What follows belongs to an exercise in optimizing a design on an open flow for small area and a short achievable clock period; a production flow would make more cautious choices.
RTL that was checked went through simulation tests only; none was proved equivalent to the original.
Function not checked in runs 5 to 8: the RTL went through the layout flow alone.
Power figures rest on the tool's default switching activity, not on a simulated workload.

$ cat flow/config.mk
export PLATFORM = sky130hd
export DESIGN_NAME = data_mem_responder
export DESIGN_NICKNAME = data_mem_responder
export VERILOG_FILES = /design/flow/design.v
export SDC_FILE = /design/flow/constraint.sdc
export NUM_CORES = 4
export LEC_CHECK = 0
export CAP_MARGIN = 20
export CORE_MARGIN = 2
export CORE_UTILIZATION = 40
export SETUP_SLACK_MARGIN = 1.8
export SLEW_MARGIN = 20
$ cat flow/constraint.sdc
create_clock -name core_clock -period 4.5 [get_ports {clk}]
set_input_delay 0.9000 -clock core_clock [delete_from_list [all_inputs] [get_ports {clk}]]
set_output_delay 0.9000 -clock core_clock [all_outputs]
set_load 0.01 [all_outputs]
$ cat flow/design.v
package data_mem_responder_pkg;
   localparam int ADDR_W_DEF = 6;
   localparam int DATA_W_DEF = 32;
   localparam int TAP_STEP   = 3;
endpackage
import data_mem_responder_pkg::*;
module data_mem_responder_array #(
   parameter int ADDR_W = ADDR_W_DEF,
   parameter int DATA_W = DATA_W_DEF
) (
   input  logic                   clk,
   input  logic [2**ADDR_W-1:0]   we_i,     
   input  logic [2**ADDR_W-1:0]   hold_i,   
   input  logic [DATA_W-1:0]      wdata_i,
   input  logic [2**ADDR_W/2-1:0] rsel_i,   
   input  logic                   rinv_i,   
   output logic [DATA_W-1:0]      rdata_o
);
   localparam int N = 2**ADDR_W;
   logic [DATA_W-1:0] slot_q [N];
   logic [DATA_W-1:0] rd_pos, rd_neg;
   function automatic logic inverted(input int s);
      inverted = ((s / TAP_STEP + 1) % 2) == 1;
   endfunction
   for (genvar s = 0; s < N; s++) begin : g_slot
      if (s % TAP_STEP == 0) begin : g_tap
         logic [DATA_W-1:0] wd;
         assign wd = inverted(s) ? wdata_i : ~wdata_i;
         always_ff @(posedge clk)
            slot_q[s] <= ~(({DATA_W{we_i[s]}} & wd) | ({DATA_W{hold_i[s]}} & slot_q[(s + N - 1) % N]));
      end else begin : g_pass
         always_ff @(posedge clk)
            slot_q[s] <= slot_q[(s + N - 1) % N];
      end
   end
   always_comb begin
      rd_pos = '0;
      rd_neg = '0;
      for (int k = 0; k < N/2; k++)
         if (inverted(2*k)) rd_neg = rd_neg | (slot_q[2*k] & {DATA_W{rsel_i[k]}});
         else               rd_pos = rd_pos | (slot_q[2*k] & {DATA_W{rsel_i[k]}});
   end
   assign rdata_o = rd_pos | ({DATA_W{rinv_i}} & ~rd_neg);
endmodule
import data_mem_responder_pkg::*;
module data_mem_responder #(
   parameter int ADDR_W      = ADDR_W_DEF,
   parameter int DATA_W      = DATA_W_DEF,
   parameter int WAIT_CYCLES = 2
) (
   input  logic                 clk,
   input  logic                 rst,
   input  logic                 req,
   input  logic                 we,
   input  logic [ADDR_W+1:0]    addr,
   input  logic [DATA_W-1:0]    wdata,
   output logic [DATA_W-1:0]    rdata,
   output logic                 ack,
   output logic                 err,
   output logic                 busy
);
   localparam int N = 2**ADDR_W;
   logic              busy_q, w1_q, ack_q, err_q;
   logic              we_q, mis_q;
   logic              st_q;        
   logic              pend_q;      
   logic [ADDR_W-1:0] phase_q, pos_q, pos_d, npos2;
   logic [N-1:0]      hit_q, nhit_q, hit_d;
   logic              anyhit_q;
   logic [N/2-1:0]    rsel_q, rsel_d;  
   logic              rinv_q, rinv_d;
   logic [DATA_W-1:0] buf_q;
   logic [DATA_W-1:0] rdata_q, ring_rdata;
   logic              accept, done, wr;
   function automatic logic inverted(input int s);
      inverted = ((s / TAP_STEP + 1) % 2) == 1;
   endfunction
   assign accept = req & ~busy_q;
   assign done   = req & rst & w1_q;                  
   assign wr     = (done & st_q) | pend_q;            
   data_mem_responder_array #(.ADDR_W(ADDR_W), .DATA_W(DATA_W)) u_array (
      .clk     (clk),
      .we_i    (hit_q & {N{wr}}),
      .hold_i  (nhit_q | {N{~wr}}),
      .wdata_i (buf_q),
      .rsel_i  (rsel_q),
      .rinv_i  (rinv_q),
      .rdata_o (ring_rdata)
   );
   assign pos_d = accept ? (addr[ADDR_W+1:2] + phase_q) : (pos_q + 1'b1);
   assign npos2 = pos_q + 2'd2;
   always_comb begin
      for (int s = 0; s < N; s++)
         hit_d[s] = (s % TAP_STEP == 0) && (npos2 == ADDR_W'(s));
      rinv_d = 1'b0;
      for (int k = 0; k < N/2; k++) begin
         rsel_d[k] = (pos_d == ADDR_W'(2*k));
         if (inverted(2*k)) rinv_d = rinv_d | rsel_d[k];
      end
   end
   always_ff @(posedge clk) begin
      phase_q  <= phase_q + 1'b1;
      pos_q    <= pos_d;
      hit_q    <= hit_d;
      nhit_q   <= ~hit_d;
      anyhit_q <= |hit_d;
      rsel_q   <= rsel_d;
      rinv_q   <= rinv_d;
      pend_q   <= wr & ~anyhit_q;
      if (accept) begin
         we_q  <= we;
         mis_q <= (addr[1:0] != 2'b00);
         buf_q <= wdata;
      end else if (!we_q) begin
         buf_q <= ring_rdata;
      end
   end
   always_ff @(posedge clk) begin
      if (!rst) begin
         busy_q  <= 1'b0;
         w1_q    <= 1'b0;
         ack_q   <= 1'b0;
         st_q    <= 1'b0;
         err_q   <= 1'b0;
         rdata_q <= '0;
      end else begin
         busy_q <= req;
         w1_q   <= req & busy_q & ~w1_q & ~ack_q;
         ack_q  <= req & (w1_q | ack_q);
         st_q   <= req & (accept ? (we & (addr[1:0] == 2'b00)) : (st_q & ~w1_q & ~ack_q));
         if (done) begin
            err_q <= mis_q;
            if (mis_q) rdata_q <= '0;
            else if (!we_q) rdata_q <= pos_q[0] ? buf_q : ring_rdata;
         end else if (ack_q && !req) begin
            err_q <= 1'b0;
         end
      end
   end
   assign ack   = ack_q;
   assign busy  = busy_q;
   assign err   = err_q;
   assign rdata = rdata_q;
endmodule
$ cat flow/run.sh
#!/bin/bash
# synth_recipe.tcl (not shown) runs the flow's synth.tcl, then flattens the netlist and writes it again
# the make line also repeats each setting of config.mk as NAME=value (left out here)
make -C /OpenROAD-flow-scripts/flow DESIGN_CONFIG=/design/flow/config.mk WORK_HOME=/design/flow/orfs CLKGATE_MAP_FILE= SYNTH_SCRIPT=/design/flow/synth_recipe.tcl finish
==> run_results.csv, run 1 <==
group,metric,value,unit
synthesis,yosysWarnings,3,
synthesis,synth_nets,4794,
synthesis,syn_inst,4738,
synthesis,yosysTopAreaCellShare,0.734,
critical_path,cp_data_arrival_time,3340,ps
clocking,cts_max_level,4,
place,io_buffers,78,
timing,period_needed,2700,ps
die,die_w,389,um
timing,finalClockSkew,26.3,ps
global_route,antenna_found_initial,12,
clocking,cts.sinks,2210,
synthesis,synthDistinctLibCells,60,
global_route,grt_usage,0.272,
timing,fin_setup_tns,0,ps
timing,rsz0062_at_grt,"yes",
job,drv_cap,0,
worst_hold_path,hold_class,"flip-flop to flip-flop",
worst_hold_path,whs_path_depth,0,
timing,drv_slew,0,
route,vias,40528,
critical_path,startpoint_type,"input port",
synthesis,ys_ff_latch,2210,
synthesis,yosys-top-cells-count,"dfxtp_1 (2176), a22oi_1 (544), nor2_1 (464)",
timing,hold_slack,316,ps
global_route,grt_pass1_vias,38525,
critical_path,startpoint,"req",
timing,finalSetupViolations,0,
die,die_h,389,um
clocking,path_clk_slew,60,ps
finish,drive_gt1_frac,0.113,
place,dp_slack,826,ps
run_status,status,"timing/DRC/antenna clean",
synthesis,synth_most_common_cell,"dfxtp_1",
finish,final_area,69500,um^2
critical_path,path_cells,"clkdlybuf4s50_1 > a41o_4 > buf_4 > and2_2 > buf_4 > a22oi_1",
clocking,cts_buffer_depth,3,
finish,multi_input_area,13400,um^2
clocking,cts_buffers,201,
clocking,clk_latency,840,ps
timing,finalWorstSetupSlack,1800,ps
finish,syn_to_final_growth,17.1,%
synthesis,synth_edf_count,34,
timing,max_freq,0.370,GHz
synthesis,yosysTopAreaCell,"dfxtp_1",
route,vias_per_cell,5.87,
worst_hold_path,hp-start,"u_array.slot_q[7][2]$_DFF_P_",
critical_path,path_max_fanout,15,
critical_path,critPathCaptureType,"flip-flop",
route,drtAntennaViolNets,0,
timing,slew_headroom,0.185,
global_route,met2_usage,0.403,
die,num_rows,141,
clocking,postCtsHoldBufs,0,
global_route,grt.overflow.total,0,
global_route,use_met1,0.382,
critical_path,cpPeakStageDelay,710,ps
critical_path,crit_required,5130,ps
die,start_util,0.402,
timing,hold_violations,0,
place,place_inst,6527,
finish,fin_cells,6899,
clocking,cts_tree,"yes",
route,drc,0,
die,num_io_pins,79,
pwr,p_per_area,581,nW/um^2
die,coreArea,147000,um^2
finish,fillers,12954,
place,gp_congestion,0.864,
place,placed_area,62600,um^2
route,avgRoutedWirePerCell,30.9,um
timing,tightest_slew,1220,ps
critical_path,crit_path_frequent_cell,"buf_4",
die,die-area,151000,um^2
global_route,busiest_layer,"met2",
critical_path,crit_slowest_cell,"clkdlybuf4s50_1",
global_route,grt_max_degree,39,
pwr,power,40.3,mW
timing,finalCritPeriodShare,0.601,
finish,ff_latch_area,44600,um^2
global_route,use_met3,0.0647,
critical_path,reg2reg_from,"rsel_q[20]$_DFF_P_",
critical_path,r2r_cells,6,
synthesis,synth.area.top_cells,"dfxtp_1 (73%), a22oi_1 (6.9%), a21oi_1 (3.3%)",
synthesis,async_reset_ff_frac,0,
synthesis,yosysSeqAreaShare,0.752,
finish,final_core_util,0.471,
pwr,vdd_drop_max,0.320,mV
route,drt_first_pass_iters,6,
pwr,p_leak,29.1,nW
clocking,root_buffer,"clkbuf_16",
synthesis,synth_flop_cell,"dfxtp_1",
critical_path,critPathKind,"input port to flip-flop",
synthesis,syn_avg_cell_area,12.5,um^2
synthesis,synth_area,59300,um^2
finish,final_nets,4859,
route,wl,213,mm
route,first_iter_violations,6303,
place,dpl.hpwl,121,mm
global_route,grt_pass1_wl,293,mm
[routing by layer]
layer / wire length (um) / vias up / part of all wire
met5: 13 / - / 0.000061
met4: 8570 / 2 / 0.040
met3: 23600 / 505 / 0.11
met2: 91500 / 2689 / 0.43
met1: 89300 / 20307 / 0.42
li1: - / 17025 / -
[power breakdown]
part / leakage (nW) / internal (mW) / switching (mW)
logic: 7.48 / 0.746 / 1.37
registers: 18.3 / 19.8 / 0.971
clock network: 3.36 / 9.98 / 7.45
total: 29.1 / 30.6 / 9.79
[worst max-delay path, delay by kind of cell]
| kind | cells | cell delay [ps] |
|---|---|---|
| AOI/OAI and AO/OA | 2 | 580 |
| buffers and inverters | 3 | 1370 |
| and+or+nand+nor | 1 | 450 |
[path summary, 6_finish.rpt]
| check | endpoint | slack [ps] |
|---|---|---|
| max | u_array.slot_q[12][29]$_DFF_P_ | 1800 |
| min | u_array.slot_q[8][2]$_DFF_P_ | 320 |
| max reg2reg | rdata_q[12]$_SDFFE_PN0P_ | 1810 |
| min reg2reg | u_array.slot_q[8][2]$_DFF_P_ | 320 |
[placed cells by master (no fill, tap or decap), types with 6 or more instances in the layout]
cell type and n:
xor2_1 8, dfxtp_4 6, clkbuf_8 46, nand2_2 12, edfxtp_1 34, nand3_1 62
inv_6 6, buf_4 99, a21oi_1 393, dfxtp_1 2142, a222oi_1 33, nand4_1 66
nor2_1 464, clkinv_8 6, and2_2 11, inv_1 27, a221oi_1 128, clkdlybuf4s50_1 73
clkinv_2 29, buf_12 25, a22oi_1 544, a31oi_1 31, and2_1 7, clkbuf_16 207
dfxtp_2 28, bufinv_16 13, nand2_1 93, o21ai_1 33, clkbuf_1 46, xnor2_1 8
ha_1 9, nand2b_2 21, a22o_1 160
[layout make-up]
type | instances | share of cell area
diodes | 5 | 0.000180
clock buffers | 299 | 0.0861
clock inverters | 65 | 0.0118
inverters | 33 | 0.00178
multi-input cells | 2153 | 0.193
flip-flops and latches | 2210 | 0.642
well taps | 1930 | 0.0347
repair buffers | 204 | 0.0299
[registers in the layout, summed over array words and instances, names as in the netlist, 6 cells and up]
name	count
rdata_q	32
nhit_q	22
u_array.slot_q	2048
pos_q	6
rsel_q	32
phase_q	6
buf_q	32
hit_q	22
[what timing repair did]
action / CTS / global route
resized for setup: 4 / 13
setup endpoints to repair: 140 / 98
pin swaps: 0 / 1
cloned: 0 / 1
setup buffers: 2 / 0
[cells by family (layout without fill, tap and decap cells)]
family / after synthesis / in the layout / synth area share
flip-flops: 2210 / 2210 / 0.752
AO/OA/AOI/OAI: 1357 / 1358 / 0.161
AND/OR/NAND/NOR: 763 / 763 / 0.0557
buffers and inverters: 376 / 601 / 0.0256
XOR/XNOR: 19 / 19 / 0.00319
adder cells (fa/ha/maj): 12 / 12 / 0.00266
multiplexers: 1 / 1 / 0.000380
other: 0 / 5 / 0
==> inputs of run 2 (changes only) <==
--- a/flow/config.mk
+++ b/flow/config.mk
@@ -9,4 +9,5 @@
 export CORE_MARGIN = 2
 export CORE_UTILIZATION = 40
-export SETUP_SLACK_MARGIN = 1.8
+export CTS_BUF_LIST = sky130_fd_sc_hd__clkbuf_8
+export SETUP_SLACK_MARGIN = 2.3
 export SLEW_MARGIN = 20
==> run 2 against run 1 <==
Effect of this change:
- still clean
- critical path type is now flip-flop to output port
- core utilization rose by 1.1 points
- first-iteration DRC count decreased by 11%
- cell count increased by 4.2%
- die area did not move
- global-route usage increased by 0.92 points
- worst hold slack lost 36 ps
- clock skew rose by 39 ps
- highest routed layer unchanged
==> run_results.csv, run 2 <==
group,metric,value,unit
die,die_w,389,um
die,num_rows,141,
critical_path,crit_family,"flip-flops",
global_route,grt_pass1_wl,301,mm
clocking,cts_tree,"yes",
critical_path,cp_num_cells,1,
synthesis,synth_area,59300,um^2
synthesis,async_reset_ff_frac,0,
global_route,busiest_layer,"met2",
global_route,use_met3,0.0748,
critical_path,path_buf_inv,1,
finish,final_common_cell,"dfxtp_1",
finish,drive_gt1_frac,0.174,
pwr,internal_power,30.1,mW
pwr,vdd_drop_max,0.275,mV
clocking,postCtsHoldBufs,0,
global_route,grt_pass1_vias,40036,
route,drt_first_pass_iters,8,
job,drv_cap,0,
clocking,cts_buffer_depth,4,
global_route,antenna_found_initial,4,
finish,top_register,"u_array.slot_q",
route,drtAntennaViolNets,0,
route,first_iter_violations,5624,
synthesis,muxShareOfSynthArea,0.000380,
synthesis,synth_compound_area_frac,0.161,
critical_path,cp_data_arrival_time,1490,ps
timing,drv_slew,0,
synthesis,synth_edf_count,34,
synthesis,synth.area.top_cells,"dfxtp_1 (73%), a22oi_1 (6.9%), a21oi_1 (3.3%)",
clocking,cts_max_level,5,
place,placed_area,62700,um^2
critical_path,cpPeakStageDelay,350,ps
route,vias_per_cell,5.79,
die,num_io_pins,79,
critical_path,startpoint,"rdata_q[20]$_SDFFE_PN0P_",
synthesis,synth_fa_ha_area_frac,0.00266,
critical_path,timing.critical_path.to,"rdata[20]",
place,dp_slack,794,ps
synthesis,syn_inst,4738,
timing,max_freq,0.418,GHz
critical_path,reg2reg_from,"phase_q[0]$_DFF_P_",
critical_path,r2r_cells,10,
critical_path,r2r-end,"rinv_q$_DFF_P_",
die,coreArea,147000,um^2
pwr,clock_power_share,0.423,
route,wl,221,mm
synthesis,ys_ff_latch,2210,
synthesis,syn_avg_cell_area,12.5,um^2
finish,final_area,71100,um^2
die,start_util,0.402,
timing,hold_violations,0,
clocking,path_clk_slew,60,ps
critical_path,ff2ff_setup_slack,2280,ps
clocking,clk_latency,1020,ps
place,dpl.hpwl,120,mm
route,drc,0,
critical_path,crit_slowest_cell,"dfxtp_2",
pwr,sw_frac_of_total,0.251,
critical_path,path_max_fanout,2,
critical_path,critPathKind,"flip-flop to output port",
pwr,pwr-share-comb,0.059,
pwr,p_per_area,565,nW/um^2
pwr,p_leak,30.4,nW
timing,finalWorstSetupSlack,2110,ps
critical_path,startpoint_type,"flip-flop",
worst_hold_path,hold_class,"flip-flop to flip-flop",
critical_path,path_cells,"buf_6",
die,die-area,151000,um^2
synthesis,synth-simple-area-share,0.0557,
synthesis,yosys-top-cells-count,"dfxtp_1 (2176), a22oi_1 (544), nor2_1 (464)",
global_route,met2_usage,0.414,
timing,fin_setup_tns,0,ps
synthesis,yosysTopAreaCell,"dfxtp_1",
die,die_h,389,um
place,io_buffers,78,
clocking,root_buffer,"clkbuf_8",
timing,finalCritPeriodShare,0.532,
clocking,cts.sinks,2210,
finish,fillers,12946,
pwr,pwr-share-seq,0.518,
finish,multi_input_area,13900,um^2
synthesis,yosysWarnings,3,
global_route,grt.overflow.total,0,
pwr,p_switching,10.1,mW
global_route,use_met1,0.386,
synthesis,synth_flop_cell,"dfxtp_1",
route,avgRoutedWirePerCell,30.7,um
finish,syn_to_final_growth,19.9,%
timing,hold_slack,280,ps
critical_path,critPathCaptureType,"output port",
timing,rsz0062_at_grt,"yes",
timing,slew_headroom,0.266,
finish,final_cell_mix,"dfxtp_1 (2102), a22oi_1 (544), nor2_1 (460)",
finish,final_nets,5072,
synthesis,synthDistinctLibCells,60,
global_route,grt_max_degree,48,
global_route,grt_usage,0.281,
timing,finalSetupViolations,0,
place,gp_congestion,0.850,
synthesis,synth-xor-area-share,0.00318,
finish,ff_latch_area,44700,um^2
synthesis,yosysSeqAreaShare,0.752,
finish,final_core_util,0.482,
run_status,status,"timing/DRC/antenna clean",
route,vias,41664,
clocking,cts_buffers,351,
timing,period_needed,2390,ps
synthesis,yosysTopAreaCellShare,0.734,
finish,largest_reg_flops,2048,
synthesis,synth_nets,4794,
synthesis,synth_top_family_by_area,"compound AO/OA/AOI/OAI gates",
critical_path,crit_required,3600,ps
timing,finalClockSkew,65.6,ps
synthesis,synth_most_common_cell,"dfxtp_1",
timing,tightest_slew,1100,ps
[run 2: worst min-delay path by stage]
stage                                         startpoint                        endpoint  slack (ps)  cells after the start
after floorplan             u_array.slot_q[9][0]$_DFF_P_   u_array.slot_q[10][0]$_DFF_P_         310                      0
after global placement     u_array.slot_q[1][24]$_DFF_P_   u_array.slot_q[2][24]$_DFF_P_         310                      0
after detailed placement  u_array.slot_q[31][20]$_DFF_P_  u_array.slot_q[32][20]$_DFF_P_         310                      0
after CTS                 u_array.slot_q[43][28]$_DFF_P_  u_array.slot_q[44][28]$_DFF_P_         280                      0
after global routing      u_array.slot_q[25][16]$_DFF_P_  u_array.slot_q[26][16]$_DFF_P_         290                      0
final                     u_array.slot_q[43][28]$_DFF_P_  u_array.slot_q[44][28]$_DFF_P_         280                      0
[run 2: stage by stage]
step,std cells,total power [mW]
finish,7190,40.1
global route,7190,41.3
CTS,7163,40.0
detailed placement,6527,23.2
global placement,6527,23.2
floorplan,4738,22.1
[run 2: layer usage]
metal,up-vias,part of all wire
met3,574,0.12
met2,2864,0.43
li1,17493,-
met4,2,0.046
met5,-,0.000059
met1,20731,0.41
[run 2: area by class of cell]
cell class,instances,area share
clock inverter,142,0.0106
timing repair buffer,265,0.0416
tap,1930,0.0340
sequential,2210,0.629
clock buffer,454,0.0879
antenna,1,0.0000352
inverter,33,0.00178
multi-input combinational,2155,0.195
[run 2: logic make-up after synthesis]
group           after synthesis
flops                      2210
compound gates             1357
simple gates                763
buf+inv                     376
xor+xnor                     19
fa+ha+maj                    12
mux                           1
[run 2: repair_timing]
item | CTS | global route
setup buffers | 37 | 26
gates cloned | 3 | 0
setup endpoints to repair | 714 | 280
gates resized for setup | 300 | 46
pin swaps | 8 | 2
[run 2: power by group through the flow]
| stage | sequential, mW | clock, mW | combinational (mW) |
|---|---|---|---|
| after detailed placement | 21.2 | 0 | 1.96 |
| after global placement | 21.2 | 0 | 1.95 |
| after global routing | 20.8 | 18.0 | 2.49 |
| final | 20.8 | 17.0 | 2.36 |
| after floorplan | 20.4 | 0 | 1.68 |
| after CTS | 20.8 | 17.0 | 2.18 |
==> inputs of run 3 (changes only) <==
--- a/flow/config.mk
+++ b/flow/config.mk
@@ -9,5 +9,4 @@
 export CORE_MARGIN = 2
 export CORE_UTILIZATION = 40
-export CTS_BUF_LIST = sky130_fd_sc_hd__clkbuf_8
 export SETUP_SLACK_MARGIN = 2.3
 export SLEW_MARGIN = 20
==> run 3 against run 2 <==
Effect of this change:
- worst hold slack better by 30 ps
- setup slack better by 120 ps
- final area is 0.40% lower
- sequential share of layout area grew 0.25 points
- core utilization down 0.19 points
- still clean
- highest routed layer unchanged
- synthesized cell count did not move
- routed wire length fell by 0.54%
- combinational power about the same
- cell count is 3.2% lower
- power increased by 0.97%
- critical path depth up 10
- maximum frequency up 5.4%
==> run_results.csv, run 3 <==
group,metric,value,unit
global_route,antenna_found_initial,3,
run_status,status,"timing/DRC/antenna clean",
critical_path,cp_data_arrival_time,3020,ps
synthesis,ys_ff_latch,2210,
global_route,grt_pass1_wl,299,mm
timing,max_freq,0.440,GHz
synthesis,synth_area,59300,um^2
timing,hold_violations,0,
finish,final_core_util,0.480,
finish,drive_gt1_frac,0.147,
synthesis,synth_fa_ha_area_frac,0.00266,
route,drtAntennaViolNets,0,
synthesis,synth_top_family_by_area,"compound AO/OA/AOI/OAI gates",
place,io_buffers,78,
place,dp_slack,794,ps
clocking,cts_tree,"yes",
critical_path,r2r-end,"rinv_q$_DFF_P_",
die,num_rows,141,
clocking,cts_max_level,4,
finish,final_cell_mix,"dfxtp_1 (2101), a22oi_1 (544), nor2_1 (459)",
route,first_iter_violations,5499,
synthesis,async_reset_ff_frac,0,
place,dpl.hpwl,120,mm
critical_path,cpPeakStageDelay,360,ps
synthesis,yosysTopAreaCellShare,0.734,
critical_path,reg2reg_from,"phase_q[0]$_DFF_P_",
finish,fillers,12916,
die,start_util,0.402,
die,die_h,389,um
timing,drv_slew,0,
synthesis,syn_inst,4738,
finish,n_antenna_cell,0,
die,num_io_pins,79,
synthesis,synth_most_common_cell,"dfxtp_1",
timing,finalCritPeriodShare,0.505,
finish,largest_reg_flops,2048,
die,die_w,389,um
critical_path,path_cells,"ha_4 > inv_2 > fa_2 > nand2b_4 > a21oi_4 > xor2_4 > buf_4 > xnor2_1 > o21ai_1 > o32ai_2 > nor4_2",
pwr,p_per_area,572,nW/um^2
synthesis,synthDistinctLibCells,60,
critical_path,startpoint_type,"flip-flop",
critical_path,ff2ff_setup_slack,2230,ps
synthesis,synth.area.top_cells,"dfxtp_1 (73%), a22oi_1 (6.9%), a21oi_1 (3.3%)",
critical_path,critPathKind,"flip-flop to flip-flop",
clocking,cts.sinks,2210,
synthesis,yosysSeqAreaShare,0.752,
global_route,grt_usage,0.280,
synthesis,synth_flop_cell,"dfxtp_1",
critical_path,critPathCaptureType,"flip-flop",
route,drt_first_pass_iters,6,
synthesis,syn_avg_cell_area,12.5,um^2
timing,finalWorstSetupSlack,2230,ps
timing,tightest_slew,1130,ps
critical_path,r2r_cells,11,
die,coreArea,147000,um^2
timing,finalClockSkew,33.2,ps
global_route,grt_max_degree,48,
worst_hold_path,hold_class,"flip-flop to flip-flop",
finish,final_common_cell,"dfxtp_1",
timing,rsz0062_at_grt,"yes",
synthesis,synth_compound_area_frac,0.161,
place,gp_congestion,0.850,
critical_path,startpoint,"phase_q[0]$_DFF_P_",
clocking,root_buffer,"clkbuf_16",
clocking,clk_latency,830,ps
timing,fin_setup_tns,0,ps
route,vias_per_cell,5.88,
clocking,cts_buffers,202,
global_route,grt.overflow.total,0,
critical_path,crit_slowest_cell,"fa_2",
synthesis,muxShareOfSynthArea,0.000380,
job,drv_cap,0,
die,die-area,151000,um^2
synthesis,synth_nets,4794,
finish,final_nets,4922,
synthesis,synth_edf_count,34,
clocking,cts_buffer_depth,3,
pwr,p_leak,29.8,nW
synthesis,yosysTopAreaCell,"dfxtp_1",
route,avgRoutedWirePerCell,31.5,um
timing,period_needed,2270,ps
critical_path,timing.critical_path.to,"rinv_q$_DFF_P_",
clocking,postCtsHoldBufs,0,
synthesis,synth-xor-area-share,0.00318,
critical_path,path_max_fanout,5,
finish,syn_to_final_growth,19.4,%
clocking,path_clk_slew,60,ps
pwr,vdd_drop_max,0.444,mV
synthesis,synth-simple-area-share,0.0557,
route,vias,40917,
synthesis,yosys-top-cells-count,"dfxtp_1 (2176), a22oi_1 (544), nor2_1 (464)",
route,drc,0,
critical_path,crit_required,5250,ps
timing,finalSetupViolations,0,
pwr,power,40.5,mW
route,wl,219,mm
synthesis,yosysWarnings,3,
timing,slew_headroom,0.245,
global_route,grt_pass1_vias,38941,
finish,top_register,"u_array.slot_q",
[run 3: cell count changes in the layout (fill, tap and decap cells not counted), moves of 3 or more]
| cell | delta |
|---|---|
| inv_6 | +7 |
| bufinv_16 | +3 |
| buf_12 | -6 |
| inv_1 | -99 |
| inv_4 | +3 |
| clkbuf_1 | +47 |
| nand2_2 | -5 |
| clkinvlp_4 | +3 |
| nand2_4 | +3 |
| a31oi_4 | +3 |
| clkbuf_8 | -399 |
| a31oi_2 | -3 |
| clkbuf_16 | +208 |
[run 3: cells by family (layout without fill, tap and decap cells)]
logic type,Yosys count,in the layout
AOI/OAI and AO/OA,1357,1359
and+or+nand+nor,763,766
xor gates and xnor gates,19,19
DFF,2210,2210
muxes,1,1
adders and majority gates,12,12
buffers and inverters,376,665
[run 3: per-stage QoR]
step | hold slack, ps | std cells | instance area [um^2]
floorplan | 310 | 4738 | 59400
global placement | 310 | 6527 | 62700
detailed placement | 312 | 6527 | 62700
CTS | 311 | 6936 | 70300
global route | 316 | 6962 | 70800
finish | 310 | 6962 | 70800
[run 3: final cells by class]
cell class / count / area, um^2 / area share
multi-input combinational: 2157 / 13900 / 0.196
timing repair buffer: 262 / 2880 / 0.0406
clock buffer: 311 / 6150 / 0.0869
clock inverter: 59 / 593 / 0.00837
inverter: 33 / 124 / 0.00175
sequential: 2210 / 44700 / 0.632
tap: 1930 / 2410 / 0.0341
[run 3: metal layers]
layer	GRT usage	routed length, um	up-vias
met4	0.123	10500	2
met5	0	13	-
met2	0.416	94000	2665
met1	0.388	90600	20489
met3	0.0655	24400	606
li1	-	-	17155
[run 3: critical path, delay by kind of cell (launching register included)]
family / cells / cell delay [ps]
AO/OA/AOI/OAI: 3 / 480
XOR/XNOR: 2 / 310
adder cells (fa/ha/maj): 2 / 490
buffers and inverters: 2 / 190
flip-flops: 1 / 350
AND/OR/NAND/NOR: 2 / 360
[run 3: worst min-delay path by stage]
stage / startpoint / endpoint / slack, ps / cells past startpoint
6_report: u_array.slot_q[3][29]$_DFF_P_ / u_array.slot_q[4][29]$_DFF_P_ / 310 / 0
2_1_floorplan: u_array.slot_q[9][0]$_DFF_P_ / u_array.slot_q[10][0]$_DFF_P_ / 310 / 0
4_1_cts: u_array.slot_q[37][25]$_DFF_P_ / u_array.slot_q[38][25]$_DFF_P_ / 310 / 0
3_5_place_dp: u_array.slot_q[31][20]$_DFF_P_ / u_array.slot_q[32][20]$_DFF_P_ / 310 / 0
3_3_place_gp: u_array.slot_q[1][24]$_DFF_P_ / u_array.slot_q[2][24]$_DFF_P_ / 310 / 0
5_1_grt: u_array.slot_q[3][29]$_DFF_P_ / u_array.slot_q[4][29]$_DFF_P_ / 320 / 0
[run 3: power breakdown]
part,internal (mW),switching (mW),total (mW)
Combinational,0.913,1.46,2.37
Clock,9.92,7.44,17.4
Sequential,19.8,0.974,20.8
Total,30.7,9.87,40.5
[run 3: repair_timing]
item | in CTS | in global routing
setup endpoints to repair | 833 | 138
resized for setup | 312 | 43
pin swaps | 8 | 3
cloned | 5 | 0
setup buffers | 34 | 26
==> inputs of run 4 (changes only) <==
--- a/flow/config.mk
+++ b/flow/config.mk
@@ -9,4 +9,4 @@
 export CORE_MARGIN = 2
 export CORE_UTILIZATION = 40
-export SETUP_SLACK_MARGIN = 2.3
+export SETUP_SLACK_MARGIN = 2.45
 export SLEW_MARGIN = 20
==> run 4 against run 3 <==
Effect of this change:
- sequential share of layout area down 1.2 points
- clock skew down 3.8 ps
- clock power about the same
- setup slack worse by 19 ps
- worst hold slack worse by 4.9 ps
- sequential cell count unchanged
- largest power group unchanged
==> run_results.csv, run 4 <==
group,metric,value,unit
finish,final_cell_mix,"dfxtp_1 (2101), a22oi_1 (544), nor2_1 (446)",
run_status,status,"timing/DRC/antenna clean",
place,placed_area,62800,um^2
synthesis,ys_ff_latch,2210,
route,drtAntennaViolNets,0,
worst_hold_path,hold_class,"flip-flop to flip-flop",
critical_path,path_max_fanout,5,
worst_hold_path,whs_path_depth,0,
clocking,cts_max_level,4,
global_route,met2_usage,0.417,
route,drc,0,
pwr,power,41.1,mW
timing,finalCritPeriodShare,0.509,
timing,finalClockSkew,29.4,ps
global_route,use_met1,0.410,
finish,final_core_util,0.490,
finish,drive_gt1_frac,0.171,
route,drt_first_pass_iters,6,
finish,top_register,"u_array.slot_q",
synthesis,synth_nets,4794,
die,coreArea,147000,um^2
synthesis,async_reset_ff_frac,0,
clocking,cts_buffers,202,
synthesis,yosysWarnings,3,
timing,period_needed,2290,ps
place,gp_congestion,0.861,
place,dp_slack,467,ps
critical_path,cpPeakStageDelay,530,ps
die,die_w,389,um
timing,hold_violations,0,
clocking,clk_latency,830,ps
die,die-area,151000,um^2
route,wl,225,mm
timing,tightest_slew,1100,ps
clocking,cts_tree,"yes",
synthesis,yosysSeqAreaShare,0.752,
synthesis,synth_edf_count,34,
synthesis,synth_flop_cell,"dfxtp_1",
route,first_iter_violations,6958,
timing,max_freq,0.437,GHz
global_route,grt.overflow.total,0,
global_route,grt_pass1_vias,39455,
timing,rsz0062_at_grt,"yes",
pwr,p_per_area,569,nW/um^2
die,die_h,389,um
critical_path,critPathKind,"input port to flip-flop",
timing,finalWorstSetupSlack,2210,ps
critical_path,crit_slowest_cell,"clkdlybuf4s50_1",
finish,syn_to_final_growth,21.8,%
pwr,vdd_drop_max,0.354,mV
route,vias_per_cell,5.94,
place,dpl.hpwl,119,mm
die,start_util,0.402,
finish,largest_reg_flops,2048,
synthesis,synth.area.top_cells,"dfxtp_1 (73%), a22oi_1 (6.9%), a21oi_1 (3.3%)",
timing,slew_headroom,0.269,
critical_path,cp_data_arrival_time,2980,ps
critical_path,crit_required,5190,ps
global_route,busiest_layer,"met2",
clocking,path_clk_slew,60,ps
synthesis,synthDistinctLibCells,60,
critical_path,r2r_cells,10,
finish,final_common_cell,"dfxtp_1",
die,num_rows,141,
synthesis,synth_area,59300,um^2
synthesis,syn_avg_cell_area,12.5,um^2
critical_path,startpoint_type,"input port",
critical_path,critPathCaptureType,"flip-flop",
global_route,antenna_found_initial,9,
global_route,grt_max_degree,50,
timing,finalSetupViolations,0,
route,avgRoutedWirePerCell,32.1,um
synthesis,synth_most_common_cell,"dfxtp_1",
synthesis,yosysTopAreaCell,"dfxtp_1",
synthesis,yosys-top-cells-count,"dfxtp_1 (2176), a22oi_1 (544), nor2_1 (464)",
global_route,grt_usage,0.290,
synthesis,syn_inst,4738,
clocking,root_buffer,"clkbuf_16",
pwr,p_leak,30.4,nW
clocking,cts_buffer_depth,3,
finish,final_nets,4972,
clocking,cts.sinks,2210,
finish,final_area,72300,um^2
job,drv_cap,0,
critical_path,path_cells,"clkdlybuf4s50_1 > ha_4 > a211o_1 > a211oi_1 > a31o_2 > nand2_1 > a222oi_1 > nor4_2",
die,num_io_pins,79,
place,io_buffers,78,
global_route,use_met3,0.0814,
timing,fin_setup_tns,0,ps
global_route,grt_pass1_wl,308,mm
synthesis,yosysTopAreaCellShare,0.734,
route,vias,41642,
timing,drv_slew,0,
run 4: cell counts after synthesis:
No cell type changed its count.
run 4: power breakdown:
group          internal [mW]  switching (mW)  total, mW
combinational           1.08            1.69       2.76
clock                   10.1            7.53       17.6
sequential              19.8           0.884       20.7
run 4: metal layers:
| metal | wire length (um) | share of wire |
|---|---|---|
| met4 | 9290 | 0.041 |
| met3 | 29400 | 0.13 |
| met5 | 44 | 0.00020 |
| met1 | 92600 | 0.41 |
| met2 | 94100 | 0.42 |
run 4: logic make-up after synthesis:
kind of cell               share of synthesized area
adders and majority gates                    0.00266
AOI/OAI and AO/OA                              0.161
buffers and inverters                         0.0256
DFF                                            0.752
and+or+nand+nor                               0.0557
muxes                                       0.000380
xor gates and xnor gates                     0.00319
run 4: stage by stage:
stage / hold slack (ps) / instances
floorplan: 310 / 4738
global placement: 310 / 6516
detailed placement: 312 / 6517
CTS: 303 / 6987
global route: 300 / 7012
finish: 305 / 7014
run 4: final timing paths:
check                                start                            end  slack [ps]
max                                addr[4]                 rinv_q$_DFF_P_        2210
min          u_array.slot_q[13][4]$_DFF_P_  u_array.slot_q[14][4]$_DFF_P_         310
max reg2reg             phase_q[0]$_DFF_P_                 rinv_q$_DFF_P_        2240
min reg2reg  u_array.slot_q[13][4]$_DFF_P_  u_array.slot_q[14][4]$_DFF_P_         310
run 4: what timing repair did:
item                       4_1_cts  5_1_grt
buffers inserted                93       23
hold buffers                     0        0
pin swaps                        8       26
gates cloned                     7        1
resized for setup              351      110
setup endpoints to repair      876      340
run 4: critical path: cells and delay by family:
family	cells	cell delay [ps]
compound gates	4	1150
fa+ha+maj	1	250
buf+inv	1	530
simple gates	2	140
run 4: area by class of cell:
| type | instances | area (um^2) |
|---|---|---|
| inverter | 33 | 124 |
| antenna | 2 | 5.00 |
| timing repair buffer | 312 | 3710 |
| sequential | 2210 | 44800 |
| clock buffer | 284 | 5840 |
| clock inverter | 86 | 1050 |
| tap | 1930 | 2410 |
| fill | 12637 | 75200 |
| multi-input combinational | 2157 | 14400 |
==> inputs of run 5 (changes only) <==
--- a/flow/design.v
+++ b/flow/design.v
@@ -14,5 +14,4 @@
    input  logic [DATA_W-1:0]      wdata_i,
    input  logic [2**ADDR_W/2-1:0] rsel_i,   
-   input  logic                   rinv_i,   
    output logic [DATA_W-1:0]      rdata_o
 );
@@ -20,4 +19,5 @@
    logic [DATA_W-1:0] slot_q [N];
    logic [DATA_W-1:0] rd_pos, rd_neg;
+   logic              rinv;      
    function automatic logic inverted(input int s);
       inverted = ((s / TAP_STEP + 1) % 2) == 1;
@@ -37,9 +37,14 @@
       rd_pos = '0;
       rd_neg = '0;
+      rinv   = 1'b0;
       for (int k = 0; k < N/2; k++)
-         if (inverted(2*k)) rd_neg = rd_neg | (slot_q[2*k] & {DATA_W{rsel_i[k]}});
-         else               rd_pos = rd_pos | (slot_q[2*k] & {DATA_W{rsel_i[k]}});
+         if (inverted(2*k)) begin
+            rd_neg = rd_neg | (slot_q[2*k] & {DATA_W{rsel_i[k]}});
+            rinv   = rinv | rsel_i[k];
+         end else begin
+            rd_pos = rd_pos | (slot_q[2*k] & {DATA_W{rsel_i[k]}});
+         end
    end
-   assign rdata_o = rd_pos | ({DATA_W{rinv_i}} & ~rd_neg);
+   assign rdata_o = rd_pos | ({DATA_W{rinv}} & ~rd_neg);
 endmodule
 import data_mem_responder_pkg::*;
@@ -65,15 +70,12 @@
    logic              st_q;        
    logic              pend_q;      
-   logic [ADDR_W-1:0] phase_q, pos_q, pos_d, npos2;
-   logic [N-1:0]      hit_q, nhit_q, hit_d;
-   logic              anyhit_q;
+   logic [ADDR_W-1:0] phase_q, pos_q, pos_d;
+   logic [ADDR_W-1:0] posn_q;          
+   logic [N-1:0]      hit, nhit;
+   logic              anyhit;
    logic [N/2-1:0]    rsel_q, rsel_d;  
-   logic              rinv_q, rinv_d;
    logic [DATA_W-1:0] buf_q;
    logic [DATA_W-1:0] rdata_q, ring_rdata;
    logic              accept, done, wr;
-   function automatic logic inverted(input int s);
-      inverted = ((s / TAP_STEP + 1) % 2) == 1;
-   endfunction
    assign accept = req & ~busy_q;
    assign done   = req & rst & w1_q;                  
@@ -81,31 +83,27 @@
    data_mem_responder_array #(.ADDR_W(ADDR_W), .DATA_W(DATA_W)) u_array (
       .clk     (clk),
-      .we_i    (hit_q & {N{wr}}),
-      .hold_i  (nhit_q | {N{~wr}}),
+      .we_i    (hit & {N{wr}}),
+      .hold_i  (nhit | {N{~wr}}),
       .wdata_i (buf_q),
       .rsel_i  (rsel_q),
-      .rinv_i  (rinv_q),
       .rdata_o (ring_rdata)
    );
    assign pos_d = accept ? (addr[ADDR_W+1:2] + phase_q) : (pos_q + 1'b1);
-   assign npos2 = pos_q + 2'd2;
    always_comb begin
-      for (int s = 0; s < N; s++)
-         hit_d[s] = (s % TAP_STEP == 0) && (npos2 == ADDR_W'(s));
-      rinv_d = 1'b0;
-      for (int k = 0; k < N/2; k++) begin
+      anyhit = 1'b0;
+      for (int s = 0; s < N; s++) begin
+         hit[s]  = (s % TAP_STEP == 0) && (pos_q == ADDR_W'(s - 1));
+         nhit[s] = !((s % TAP_STEP == 0) && (posn_q == ~ADDR_W'(s - 1)));
+         anyhit  = anyhit | hit[s];
+      end
+      for (int k = 0; k < N/2; k++)
          rsel_d[k] = (pos_d == ADDR_W'(2*k));
-         if (inverted(2*k)) rinv_d = rinv_d | rsel_d[k];
-      end
    end
    always_ff @(posedge clk) begin
       phase_q  <= phase_q + 1'b1;
       pos_q    <= pos_d;
-      hit_q    <= hit_d;
-      nhit_q   <= ~hit_d;
-      anyhit_q <= |hit_d;
+      posn_q   <= ~pos_d;
       rsel_q   <= rsel_d;
-      rinv_q   <= rinv_d;
-      pend_q   <= wr & ~anyhit_q;
+      pend_q   <= wr & ~anyhit;
       if (accept) begin
          we_q  <= we;
--- a/flow/config.mk
+++ b/flow/config.mk
@@ -9,4 +9,4 @@
 export CORE_MARGIN = 2
 export CORE_UTILIZATION = 40
-export SETUP_SLACK_MARGIN = 2.45
+export SETUP_SLACK_MARGIN = 2.3
 export SLEW_MARGIN = 20
==> run 5 against run 4 <==
Effect of this change:
- global-route usage up 0.88 points
- non-clock buffer count shrank 23
- cell count shrank 0.84%
- synthesized cell count decreased by 1.0%
- critical path type is now flip-flop to flip-flop
==> run_results.csv, run 5 <==
group,metric,value,unit
run_status,status,"timing/DRC/antenna clean",
place,gp_congestion,0.845,
die,die_w,388,um
global_route,grt_usage,0.298,
pwr,internal_power,31.0,mW
clocking,path_clk_slew,60,ps
place,placed_area,62500,um^2
place,place_inst,6477,
place,dpl.hpwl,117,mm
synthesis,synth_top_family_by_area,"compound AO/OA/AOI/OAI gates",
route,drc,0,
pwr,clock_power_share,0.419,
finish,final_nets,4905,
finish,drive_gt1_frac,0.161,
global_route,grt_pass1_vias,39894,
synthesis,yosysTopAreaCell,"dfxtp_1",
route,first_iter_violations,6369,
finish,fillers,12836,
synthesis,syn_avg_cell_area,12.6,um^2
clocking,cts_buffers,196,
clocking,cts_max_level,4,
die,die_h,388,um
route,avgRoutedWirePerCell,33.4,um
route,wl,232,mm
synthesis,synthDistinctLibCells,67,
job,drv_cap,0,
timing,hold_slack,312,ps
clocking,cts.sinks,2170,
synthesis,yosysTopAreaCellShare,0.724,
critical_path,cp_data_arrival_time,2830,ps
pwr,sw_frac_of_total,0.257,
route,vias,41806,
global_route,grt_max_degree,39,
synthesis,yosysSeqAreaShare,0.741,
route,drt_first_pass_iters,6,
global_route,grt_pass1_wl,315,mm
finish,ff_latch_area,43900,um^2
pwr,p_switching,10.7,mW
finish,final_area,71400,um^2
clocking,cts_tree,"yes",
pwr,pwr-share-seq,0.496,
timing,finalSetupViolations,0,
finish,top_register,"u_array.slot_q",
synthesis,synth_edf_count,34,
timing,drv_slew,0,
timing,finalCritPeriodShare,0.509,
die,die-area,151000,um^2
pwr,pwr-share-comb,0.086,
finish,multi_input_area,14900,um^2
pwr,power,41.7,mW
synthesis,synth_flop_cell,"dfxtp_1",
timing,max_freq,0.437,GHz
critical_path,reg2reg_from,"rsel_q[10]$_DFF_P_",
global_route,antenna_found_initial,5,
synthesis,synth_nets,4745,
finish,fin_cells,6955,
clocking,clk_latency,830,ps
synthesis,yosys-top-cells-count,"dfxtp_1 (2136), a22oi_1 (521), nor2_1 (417)",
timing,slew_headroom,0.251,
synthesis,yosysWarnings,3,
timing,fin_setup_tns,0,ps
place,dp_slack,657,ps
pwr,p_per_area,585,nW/um^2
synthesis,async_reset_ff_frac,0,
timing,tightest_slew,1120,ps
critical_path,critPathKind,"flip-flop to flip-flop",
pwr,vdd_drop_max,0.410,mV
global_route,grt.overflow.total,0,
synthesis,synth_fa_ha_area_frac,0.00246,
die,start_util,0.401,
critical_path,crit_required,5040,ps
timing,hold_violations,0,
finish,final_cell_mix,"dfxtp_1 (2062), a22oi_1 (520), nor2_1 (408)",
finish,final_common_cell,"dfxtp_1",
critical_path,startpoint_type,"flip-flop",
synthesis,synth_most_common_cell,"dfxtp_1",
timing,finalWorstSetupSlack,2210,ps
critical_path,path_max_fanout,6,
synthesis,synth-simple-area-share,0.0632,
synthesis,ys_ff_latch,2170,
pwr,p_leak,29.4,nW
synthesis,synth_area,59100,um^2
die,num_io_pins,79,
synthesis,synth_compound_area_frac,0.167,
die,coreArea,147000,um^2
clocking,root_buffer,"clkbuf_16",
synthesis,synth-xor-area-share,0.00193,
finish,final_core_util,0.485,
finish,syn_to_final_growth,20.9,%
route,drtAntennaViolNets,0,
synthesis,syn_inst,4690,
critical_path,critPathCaptureType,"flip-flop",
place,io_buffers,78,
worst_hold_path,hold_class,"flip-flop to flip-flop",
clocking,cts_buffer_depth,3,
die,num_rows,141,
synthesis,synth.area.top_cells,"dfxtp_1 (72%), a22oi_1 (6.6%), a21oi_1 (3.3%)",
synthesis,muxShareOfSynthArea,0.000508,
finish,largest_reg_flops,2048,
critical_path,startpoint,"rsel_q[10]$_DFF_P_",
timing,period_needed,2290,ps
timing,finalClockSkew,29.8,ps
clocking,postCtsHoldBufs,0,
route,vias_per_cell,6.01,
timing,rsz0062_at_grt,"yes",
worst_hold_path,hp-start,"u_array.slot_q[31][1]$_DFF_P_",
run 5: final timing paths:
check | to | slack, ps | depth (start not counted)
max | buf_q[11]$_DFFE_PP_ | 2210 | 7
min | u_array.slot_q[32][1]$_DFF_P_ | 310 | 0
max reg2reg | buf_q[11]$_DFFE_PP_ | 2210 | 7
min reg2reg | u_array.slot_q[32][1]$_DFF_P_ | 310 | 0
run 5: worst max-delay path: stages (launching register included):
cell and delay [ps]:
dfxtp_4 350, or4_4 470, or4_4 510, buf_12 170
buf_8 130, buf_16 170, nand3b_1 100, a31oi_1 80
run 5: kinds of logic after synthesis:
kind of cell / after synthesis
AND/OR/NAND/NOR: 783
AO/OA/AOI/OAI: 1362
multiplexers: 3
XOR/XNOR: 13
adder cells (fa/ha/maj): 11
buffers and inverters: 348
flip-flops: 2170
run 5: area by class of cell:
class                           count  share of cell area
Sequential cell                  2170               0.615
Multi-Input combinational cell   2180               0.209
Clock buffer                      291              0.0836
Timing Repair Buffer              289              0.0455
Tap cell                         1930              0.0338
Clock inverter                     76              0.0123
Inverter                           13            0.000683
Antenna cell                        6            0.000210
run 5: power groups by stage:
stage          clock network (mW)  logic [mW]  registers [mW]
4_1_cts                      17.5        3.34            20.7
2_1_floorplan                   0        2.23            20.1
3_5_place_dp                    0        2.58            21.1
6_report                     17.5        3.57            20.7
3_3_place_gp                    0        2.57            21.1
5_1_grt                      18.3        3.67            20.7
run 5: repair_timing:
action                                 in CTS  in global routing
buffers inserted                           79                 14
endpoints found under the hold margin       0                  0
gates resized for setup                   348                 58
setup endpoints to repair                 831                285
cloned                                     12                  0
pin swaps                                  28                 27
run 5: per-layer routing:
layer	track usage	vias to the layer above	share of wire
li1	-	17201	-
met1	0.408	21049	0.41
met2	0.444	2911	0.43
met3	0.0700	645	0.11
met4	0.143	0	0.053
met5	0	-	0
==> inputs of run 6 (changes only) <==
--- a/flow/config.mk
+++ b/flow/config.mk
@@ -8,5 +8,5 @@
 export CAP_MARGIN = 20
 export CORE_MARGIN = 2
-export CORE_UTILIZATION = 40
+export CORE_UTILIZATION = 60
 export SETUP_SLACK_MARGIN = 2.3
 export SLEW_MARGIN = 20
==> run 6 against run 5 <==
Effect of this change:
- core utilization rose by 24 points
- via count rose by 2.6%
- critical path depth rose by 1
- worst hold slack got worse by 1.2 ps
- sequential cell count did not move
- power fell by 0.47%
- synthesized cell count did not move
- routed wire length rose by 0.45%
- clock skew fell by 2.7 ps
- sequential share of layout area barely moved
- area after synthesis did not move
- critical path type unchanged
- largest power group unchanged
- highest routed layer is now met5
==> run_results.csv, run 6 <==
group,metric,value,unit
critical_path,cp_data_arrival_time,2930,ps
pwr,pwr-share-seq,0.499,
synthesis,syn_avg_cell_area,12.6,um^2
clocking,path_clk_slew,60,ps
pwr,power,41.5,mW
synthesis,synth_flop_cell,"dfxtp_1",
worst_hold_path,hold-path-endpoint,"u_array.slot_q[20][30]$_DFF_P_",
pwr,vdd_drop_max,0.467,mV
global_route,grt_pass1_wl,314,mm
critical_path,crit_required,5160,ps
timing,tightest_slew,1110,ps
pwr,p_leak,29.8,nW
global_route,grt_usage,0.447,
finish,drive_gt1_frac,0.163,
die,die-area,101000,um^2
clocking,cts_tree,"yes",
place,dpl.hpwl,110,mm
critical_path,path_max_fanout,5,
timing,finalWorstSetupSlack,2230,ps
run_status,status,"timing/DRC/antenna clean",
synthesis,async_reset_ff_frac,0,
timing,finalCritPeriodShare,0.504,
timing,finalClockSkew,27.0,ps
clocking,cts_max_level,4,
synthesis,synth_area,59100,um^2
clocking,clk_latency,810,ps
synthesis,yosysTopAreaCellShare,0.724,
synthesis,synth.area.top_cells,"dfxtp_1 (72%), a22oi_1 (6.6%), a21oi_1 (3.3%)",
pwr,p_switching,10.7,mW
critical_path,cpPeakStageDelay,550,ps
timing,rsz0062_at_grt,"yes",
job,drv_cap,0,
finish,fillers,6653,
route,vias_per_cell,6.77,
clocking,postCtsHoldBufs,0,
place,place_inst,5818,
global_route,grt.overflow.total,0,
worst_hold_path,whs_path_depth,0,
synthesis,yosysTopAreaCell,"dfxtp_1",
finish,fin_cells,6334,
pwr,pwr-share-comb,0.085,
timing,fin_setup_tns,0,ps
finish,final_common_cell,"dfxtp_1",
clocking,cts.sinks,2170,
critical_path,reg2reg_from,"rsel_q[25]$_DFF_P_",
finish,top_register,"u_array.slot_q",
die,start_util,0.603,
critical_path,r2r-end,"rdata_q[29]$_SDFFE_PN0P_",
route,first_iter_violations,7030,
pwr,internal_power,30.9,mW
critical_path,critPathKind,"flip-flop to flip-flop",
timing,slew_headroom,0.259,
finish,final_nets,4926,
timing,period_needed,2270,ps
place,placed_area,61600,um^2
critical_path,r2r_cells,8,
pwr,sw_frac_of_total,0.256,
die,num_rows,115,
route,avgRoutedWirePerCell,36.8,um
timing,drv_slew,0,
finish,syn_to_final_growth,20.8,%
timing,hold_violations,0,
synthesis,synth_most_common_cell,"dfxtp_1",
finish,final_cell_mix,"dfxtp_1 (2076), a22oi_1 (519), nor2_1 (408)",
pwr,clock_power_share,0.417,
global_route,grt_max_degree,54,
timing,finalSetupViolations,0,
clocking,root_buffer,"clkbuf_16",
critical_path,ff2ff_setup_slack,2230,ps
die,coreArea,98000,um^2
critical_path,critPathCaptureType,"flip-flop",
die,die_w,318,um
synthesis,synth_nets,4745,
critical_path,startpoint_type,"flip-flop",
place,io_buffers,78,
die,num_io_pins,79,
route,vias,42901,
finish,largest_reg_flops,2048,
die,die_h,318,um
synthesis,synthDistinctLibCells,67,
synthesis,synth_edf_count,34,
critical_path,path_cells,"nor4_2 > nand4_1 > or4_4 > buf_12 > buf_8 > nand2_8 > clkbuf_16 > o221ai_2",
route,drt_first_pass_iters,7,
place,dp_slack,677,ps
worst_hold_path,hold_class,"flip-flop to flip-flop",
global_route,grt_pass1_vias,40103,
synthesis,yosysWarnings,3,
route,drtAntennaViolNets,0,
clocking,cts_buffers,196,
worst_hold_path,hp-start,"u_array.slot_q[19][30]$_DFF_P_",
synthesis,ys_ff_latch,2170,
finish,final_area,71400,um^2
route,drc,0,
synthesis,yosysSeqAreaShare,0.741,
critical_path,crit_slowest_cell,"or4_4",
place,gp_congestion,0.835,
pwr,p_per_area,582,nW/um^2
synthesis,syn_inst,4690,
timing,max_freq,0.441,GHz
route,wl,233,mm
global_route,antenna_found_initial,9,
synthesis,yosys-top-cells-count,"dfxtp_1 (2136), a22oi_1 (521), nor2_1 (417)",
clocking,cts_buffer_depth,3,
## run 6: cell counts after synthesis
Identical to the previous run, type by type.
## run 6: kinds of logic after synthesis
logic type / count (synthesis) / synth area share
fa+ha+maj: 11 / 0.00246
buf+inv: 348 / 0.0240
compound gates: 1362 / 0.167
flops: 2170 / 0.741
xor+xnor: 13 / 0.00193
simple gates: 783 / 0.0632
mux: 3 / 0.000508
## run 6: cell type report
| cell class | count | area [um^2] | area share |
|---|---|---|---|
| sequential | 2170 | 43900 | 0.615 |
| tap | 1287 | 1610 | 0.0226 |
| inverter | 13 | 48.8 | 0.000684 |
| clock buffer | 301 | 6050 | 0.0848 |
| antenna | 6 | 15.0 | 0.000210 |
| clock inverter | 67 | 752 | 0.0105 |
| timing repair buffer | 307 | 3890 | 0.0545 |
| multi-input combinational | 2183 | 15100 | 0.211 |
## run 6: repair_timing
action | in CTS | in global routing
resized for setup | 338 | 83
buffers inserted | 96 | 17
endpoints found under the setup margin | 837 | 525
pin swaps | 24 | 34
cloned | 24 | 5
## run 6: worst max-delay path by stage
stage | from | endpoint | depth (start not counted)
final | rsel_q[25]$_DFF_P_ | rdata_q[29]$_SDFFE_PN0P_ | 8
after global routing | rsel_q[25]$_DFF_P_ | rdata_q[29]$_SDFFE_PN0P_ | 8
after global placement | req | u_array.slot_q[36][17]$_DFF_P_ | 6
after floorplan | addr[2] | rsel_q[5]$_DFF_P_ | 7
after detailed placement | req | u_array.slot_q[36][15]$_DFF_P_ | 6
after CTS | phase_q[0]$_DFF_P_ | rsel_q[7]$_DFF_P_ | 8
## run 6: metal layers
metal  global-route usage  wire (um)  vias to the layer above
li1                     -          -                    17277
met1                0.616      88300                    21267
met2                0.637      97200                     3486
met3                0.124      32400                      855
met4                0.246      15200                       16
met5                    0        105                        -
## run 6: power groups by stage
| stage | clock (mW) | sequential, mW | combinational, mW |
|---|---|---|---|
| 2_1_floorplan | 0 | 20.1 | 2.23 |
| 3_3_place_gp | 0 | 21.1 | 2.53 |
| 3_5_place_dp | 0 | 21.1 | 2.54 |
| 4_1_cts | 17.3 | 20.7 | 3.07 |
| 5_1_grt | 18.1 | 20.8 | 3.62 |
| 6_report | 17.3 | 20.7 | 3.52 |
## run 6: stage by stage
step / hold slack [ps] / utilization
after floorplan: 310 / -
after global placement: 310 / 0.628
after detailed placement: 312 / 0.628
after CTS: 310 / 0.722
after global routing: 319 / 0.728
final: 311 / 0.728
## run 6: worst max-delay path, delay by kind of cell (launching register included)
kind / cells / cell delay [ps]
flops: 1 / 340
compound gates: 1 / 100
buf+inv: 3 / 540
simple gates: 4 / 1120
==> inputs of run 7 (changes only) <==
--- a/flow/config.mk
+++ b/flow/config.mk
@@ -8,5 +8,7 @@
 export CAP_MARGIN = 20
 export CORE_MARGIN = 2
-export CORE_UTILIZATION = 60
+export CORE_UTILIZATION = 40
+export CTS_CLUSTER_DIAMETER = 100
+export CTS_CLUSTER_SIZE = 30
 export SETUP_SLACK_MARGIN = 2.3
 export SLEW_MARGIN = 20
==> run 7 against run 6 <==
Effect of this change:
- clock-buffer cell count shrank 188
- routed wire length is 2.9% lower
- first-iteration DRC count decreased by 13%
- largest cell class unchanged
- combinational power decreased by 4%
- largest power group unchanged
- synthesized cell count is the same
==> run_results.csv, run 7 <==
group,metric,value,unit
run_status,status,"timing/DRC/antenna clean",
timing,fin_setup_tns,0,ps
synthesis,synthDistinctLibCells,67,
route,vias_per_cell,6.06,
place,dpl.hpwl,117,mm
die,num_io_pins,79,
synthesis,ys_ff_latch,2170,
timing,hold_violations,0,
timing,tightest_slew,1080,ps
synthesis,synth_flop_cell,"dfxtp_1",
global_route,grt.overflow.total,0,
global_route,busiest_layer,"met2",
global_route,grt_pass1_wl,305,mm
critical_path,cp_data_arrival_time,2880,ps
critical_path,path_max_fanout,8,
global_route,grt_pass1_vias,38294,
synthesis,synth_edf_count,34,
clocking,postCtsHoldBufs,0,
global_route,antenna_found_initial,5,
synthesis,yosysWarnings,3,
global_route,grt_max_degree,39,
critical_path,critPathKind,"flip-flop to flip-flop",
pwr,p_leak,27.1,nW
place,gp_congestion,0.845,
pwr,vdd_drop_max,0.308,mV
worst_hold_path,hold_class,"flip-flop to flip-flop",
finish,drive_gt1_frac,0.118,
synthesis,yosysTopAreaCell,"dfxtp_1",
clocking,root_buffer,"clkbuf_16",
finish,top_register,"u_array.slot_q",
critical_path,critPathCaptureType,"flip-flop",
synthesis,synth_area,59100,um^2
critical_path,crit_required,5090,ps
pwr,p_per_area,502,nW/um^2
clocking,cts_tree,"yes",
clocking,cts_buffer_depth,3,
critical_path,startpoint_type,"flip-flop",
critical_path,path_cells,"ha_4 > fa_2 > a21o_1 > a2111oi_4 > a211oi_4 > buf_4 > a32oi_4 > buf_12 > nor2_1",
die,num_rows,141,
timing,finalClockSkew,43.3,ps
clocking,cts.sinks,2170,
global_route,grt_usage,0.289,
route,first_iter_violations,6150,
timing,max_freq,0.438,GHz
synthesis,syn_avg_cell_area,12.6,um^2
job,drv_cap,0,
worst_hold_path,hp-start,"u_array.slot_q[45][6]$_DFF_P_",
timing,drv_slew,0,
finish,final_nets,4778,
die,die_h,388,um
die,start_util,0.401,
die,die_w,388,um
synthesis,synth_most_common_cell,"dfxtp_1",
clocking,clk_latency,730,ps
global_route,use_met1,0.405,
finish,final_common_cell,"dfxtp_1",
synthesis,async_reset_ff_frac,0,
route,avgRoutedWirePerCell,33.8,um
synthesis,synth_nets,4745,
route,drt_first_pass_iters,6,
synthesis,yosysTopAreaCellShare,0.724,
finish,final_cell_mix,"dfxtp_1 (2065), a22oi_1 (520), nor2_1 (410)",
timing,hold_slack,301,ps
clocking,path_clk_slew,120,ps
timing,finalSetupViolations,0,
finish,syn_to_final_growth,12.7,%
critical_path,cpPeakStageDelay,370,ps
clocking,cts_max_level,3,
finish,largest_reg_flops,2048,
clocking,cts_buffers,82,
route,drc,0,
route,vias,40560,
synthesis,syn_inst,4690,
timing,rsz0062_at_grt,"yes",
die,coreArea,147000,um^2
critical_path,startpoint,"phase_q[0]$_DFF_P_",
critical_path,reg2reg_from,"phase_q[0]$_DFF_P_",
route,wl,226,mm
pwr,power,33.4,mW
timing,period_needed,2280,ps
global_route,use_met3,0.0582,
synthesis,yosys-top-cells-count,"dfxtp_1 (2136), a22oi_1 (521), nor2_1 (417)",
synthesis,synth.area.top_cells,"dfxtp_1 (72%), a22oi_1 (6.6%), a21oi_1 (3.3%)",
timing,finalCritPeriodShare,0.508,
die,die-area,151000,um^2
synthesis,yosysSeqAreaShare,0.741,
route,drtAntennaViolNets,0,
global_route,met2_usage,0.430,
timing,slew_headroom,0.280,
critical_path,ff2ff_setup_slack,2220,ps
critical_path,crit_slowest_cell,"dfxtp_4",
place,io_buffers,78,
-- run 7: cell types whose count changed in the layout (fill, tap and decap cells not counted), moves of 13 or more --
cell,before,now
bufinv_16,13,0
buf_12,60,39
clkbuf_1,41,27
clkbuf_8,55,1
clkinv_2,37,0
clkbuf_16,212,87
-- run 7: critical path, delay by kind of cell (launching register included) --
kind	cells	cell delay (ps)
and+or+nand+nor	1	40
DFF	1	370
adders and majority gates	2	510
buffers and inverters	2	320
AOI/OAI and AO/OA	4	940
-- run 7: stage by stage --
step	instance area [um^2]	std cells	worst slack, ps	utilization
2_1_floorplan	59200	4690	1870	-
3_3_place_gp	62500	6477	676	0.425
3_5_place_dp	62500	6477	657	0.425
4_1_cts	66100	6673	2190	0.449
5_1_grt	66600	6688	2140	0.452
6_report	66600	6691	2220	0.452
-- run 7: timing repair --
item | 4_1_cts | 5_1_grt
cloned | 11 | 3
setup endpoints to repair | 869 | 240
gates resized for setup | 306 | 68
pin swaps | 18 | 34
hold endpoints to repair | 0 | 0
buffers inserted | 66 | 12
-- run 7: final timing paths --
path                                                 endpoint  depth (start not counted)
worst max-delay path                        rsel_q[8]$_DFF_P_                          9
worst min-delay path            u_array.slot_q[46][6]$_DFF_P_                          0
worst max register to register              rsel_q[8]$_DFF_P_                          9
worst min register to register  u_array.slot_q[46][6]$_DFF_P_                          0
-- run 7: kinds of logic after synthesis --
| family | Yosys count | synth area share |
|---|---|---|
| flip-flops | 2170 | 0.741 |
| AO/OA/AOI/OAI | 1362 | 0.167 |
| AND/OR/NAND/NOR | 783 | 0.0632 |
| buffers and inverters | 348 | 0.0240 |
| XOR/XNOR | 13 | 0.00193 |
| adder cells (fa/ha/maj) | 11 | 0.00246 |
| multiplexers | 3 | 0.000508 |
-- run 7: layer usage --
layer  vias to the layer above  part of all wire
li1                      16804                 -
met1                     20456              0.40
met2                      2723              0.43
met3                       575              0.12
met4                         2             0.052
met5                         -           0.00040
-- run 7: final cells by class --
type	instances	area [um^2]
repair buffers	275	2920
multi-input cells	2181	14900
diodes	3	7.51
fillers	13318	80600
flip-flops and latches	2170	43900
well taps	1930	2410
inverters	13	48.8
clock buffers	113	2240
clock inverters	6	88.8
-- run 7: power by group --
group          switching (mW)  internal [mW]  total (mW)
clock network            5.82           3.56        9.38
registers                1.18           19.5        20.7
logic                    2.11           1.26        3.37
total                    9.11           24.3        33.4
==> inputs of run 8 (changes only) <==
==> flow/flow/run.sh (new file) <==
#!/bin/bash
# The standard layout, with clock tree synthesis told not to add dummy loads and to drive
# the sink clusters with clkbuf_8 (the trunk keeps clkbuf_16).
set -euo pipefail
bash standard.sh \
  CTS_ARGS="-sink_clustering_enable -repair_clock_nets -dont_use_dummy_load -sink_clustering_buffer sky130_fd_sc_hd__clkbuf_8" \
  finish > standard.log 2>&1
==> flow/standard.sh (new file) <==
#!/bin/bash
# synth_recipe.tcl (not shown) runs the flow's synth.tcl, then flattens the netlist and writes it again
# the make line also repeats each setting of config.mk as NAME=value (left out here)
make -C /OpenROAD-flow-scripts/flow DESIGN_CONFIG=/design/flow/config.mk WORK_HOME=/design/flow/orfs CLKGATE_MAP_FILE= SYNTH_SCRIPT=/design/flow/synth_recipe.tcl "${@:-finish}"
--- a/flow/config.mk
+++ b/flow/config.mk
@@ -9,6 +9,4 @@
 export CORE_MARGIN = 2
 export CORE_UTILIZATION = 40
-export CTS_CLUSTER_DIAMETER = 100
-export CTS_CLUSTER_SIZE = 30
 export SETUP_SLACK_MARGIN = 2.3
 export SLEW_MARGIN = 20
removed: flow/run.sh
==> run 8 against run 7 <==
Effect of this change:
- die area did not move
- critical path depth is 2 lower
- area after synthesis is the same
- clock-buffer cell count is 227 higher
- setup slack worse by 9.0 ps
- routed wire length grew 2.7%
- sequential power about the same
- register-to-register slack is essentially flat
- first-iteration DRC count fell by 1.7%
- via count is 4.0% higher
- still clean on timing, DRC and antenna
- clock skew grew 16 ps
- worst hold slack worse by 4.9 ps
==> run_results.csv, run 8 <==
group,metric,value,unit
run_status,status,"timing/DRC/antenna clean",
die,die-area,151000,um^2
finish,drive_gt1_frac,0.166,
synthesis,syn_inst,4690,
finish,syn_to_final_growth,18.2,%
global_route,grt_pass1_wl,316,mm
clocking,postCtsHoldBufs,0,
timing,rsz0062_at_grt,"yes",
finish,final_common_cell,"dfxtp_1",
finish,largest_reg_flops,2048,
die,die_h,388,um
clocking,root_buffer,"clkbuf_16",
route,first_iter_violations,6045,
critical_path,crit_family,"simple AND/OR/NAND/NOR gates",
finish,final_core_util,0.475,
critical_path,path_buf_inv,2,
critical_path,crit_slowest_cell,"or4_4",
place,placed_area,62500,um^2
critical_path,crit_required,5110,ps
critical_path,path_max_fanout,7,
clocking,cts_buffer_depth,4,
die,num_io_pins,79,
pwr,vdd_drop_max,0.434,mV
clocking,cts_tree,"yes",
finish,top_register,"u_array.slot_q",
route,vias,42178,
die,start_util,0.401,
finish,fillers,13030,
synthesis,yosysWarnings,3,
global_route,grt.overflow.total,0,
timing,tightest_slew,1100,ps
critical_path,critPathCaptureType,"flip-flop",
timing,hold_violations,0,
global_route,grt_usage,0.299,
timing,finalSetupViolations,0,
place,dpl.hpwl,117,mm
synthesis,synth_nets,4745,
route,wl,233,mm
route,vias_per_cell,6.09,
synthesis,syn_avg_cell_area,12.6,um^2
global_route,antenna_found_initial,8,
place,io_buffers,78,
critical_path,path_cells,"nor4_1 > nand4_1 > or4_4 > buf_12 > buf_16 > nand3b_1 > a31oi_1",
critical_path,critPathKind,"flip-flop to flip-flop",
clocking,cts.sinks,2170,
timing,finalCritPeriodShare,0.510,
route,avgRoutedWirePerCell,33.6,um
die,die_w,388,um
synthesis,yosysSeqAreaShare,0.741,
[run 8: cell types whose count changed in the layout (fill, tap and decap cells not counted), sizes merged]
cell           delta
dlymetal6s2s      -1
clkdlybuf4s50     +3
clkinv            -3
dlygate4sd2       +1
inv               -3
clkbuf          +222
buf              +13
a41o              -1
diode             +2
[run 8: report_power, final]
| part | switching [mW] | internal (mW) |
|---|---|---|
| clock | 6.85 | 7.64 |
| sequential | 1.17 | 19.5 |
| combinational | 2.20 | 1.33 |
[run 8: path summary, 6_finish.rpt]
kind / cells after the start / from / slack, ps / endpoint
max: 7 / rsel_q[1]$_DFF_P_ / 2210 / buf_q[26]$_DFFE_PP_
min: 0 / u_array.slot_q[9][22]$_DFF_P_ / 300 / u_array.slot_q[10][22]$_DFF_P_
max reg2reg: 7 / rsel_q[1]$_DFF_P_ / 2210 / buf_q[26]$_DFFE_PP_
min reg2reg: 0 / u_array.slot_q[9][22]$_DFF_P_ / 300 / u_array.slot_q[10][22]$_DFF_P_
[run 8: cells by family (layout without fill, tap and decap cells)]
logic type,after synthesis,in the layout,share of synthesized area
flip-flops,2170,2170,0.741
multiplexers,3,3,0.000508
adder cells (fa/ha/maj),11,11,0.00246
AND/OR/NAND/NOR,783,791,0.0632
buffers and inverters,348,639,0.0240
XOR/XNOR,13,13,0.00193
AO/OA/AOI/OAI,1362,1362,0.167
other,0,5,0
[run 8: what timing repair did]
item | CTS | global route
gates resized for setup | 364 | 49
setup endpoints to repair | 832 | 426
pin swaps | 28 | 17
setup buffers | 81 | 8
endpoints found under the hold margin | 0 | 0
cloned | 13 | 0
[run 8: worst reg2reg max path, stage by stage (launching register included)]
cell      delay [ps]
dfxtp_2          330
nor4_1           370
nand4_1          140
or4_4            610
buf_12           220
buf_16           180
nand3b_1         120
a31oi_1           90
[run 8: layer usage]
layer  vias to the layer above  wire length [um]  global-route usage
li1                      17293                 -                   -
met4                         8             12200               0.149
met5                         -                55                   0
met2                      3030             99600               0.443
met1                     21190             93600               0.405
met3                       657             27200              0.0777
[run 8: stage by stage]
stage	cells	total power [mW]	setup slack, ps
floorplan	4690	22.4	1870
global placement	6477	23.7	676
detailed placement	6477	23.7	657
CTS	6911	38.5	2190
global route	6919	39.8	2180
finish	6924	38.7	2210
[run 8: final cells by class]
cell class / count / area [um^2] / share of cell area
antenna: 5 / 12.5 / 0.000179
clock buffer: 340 / 5230 / 0.0749
sequential: 2170 / 43900 / 0.629
tap: 1930 / 2410 / 0.0346
multi-input combinational: 2180 / 14900 / 0.214
timing repair buffer: 286 / 3260 / 0.0467
inverter: 13 / 51.3 / 0.000735

Check on run 8: ideal ports give 2.207 ns setup slack; a clkbuf_16 on the clock port and buf_2 on the inputs give 2.136 ns; moving port delays by the midpoint clock arrival (0.918 ns) as well gives 1.414 ns.
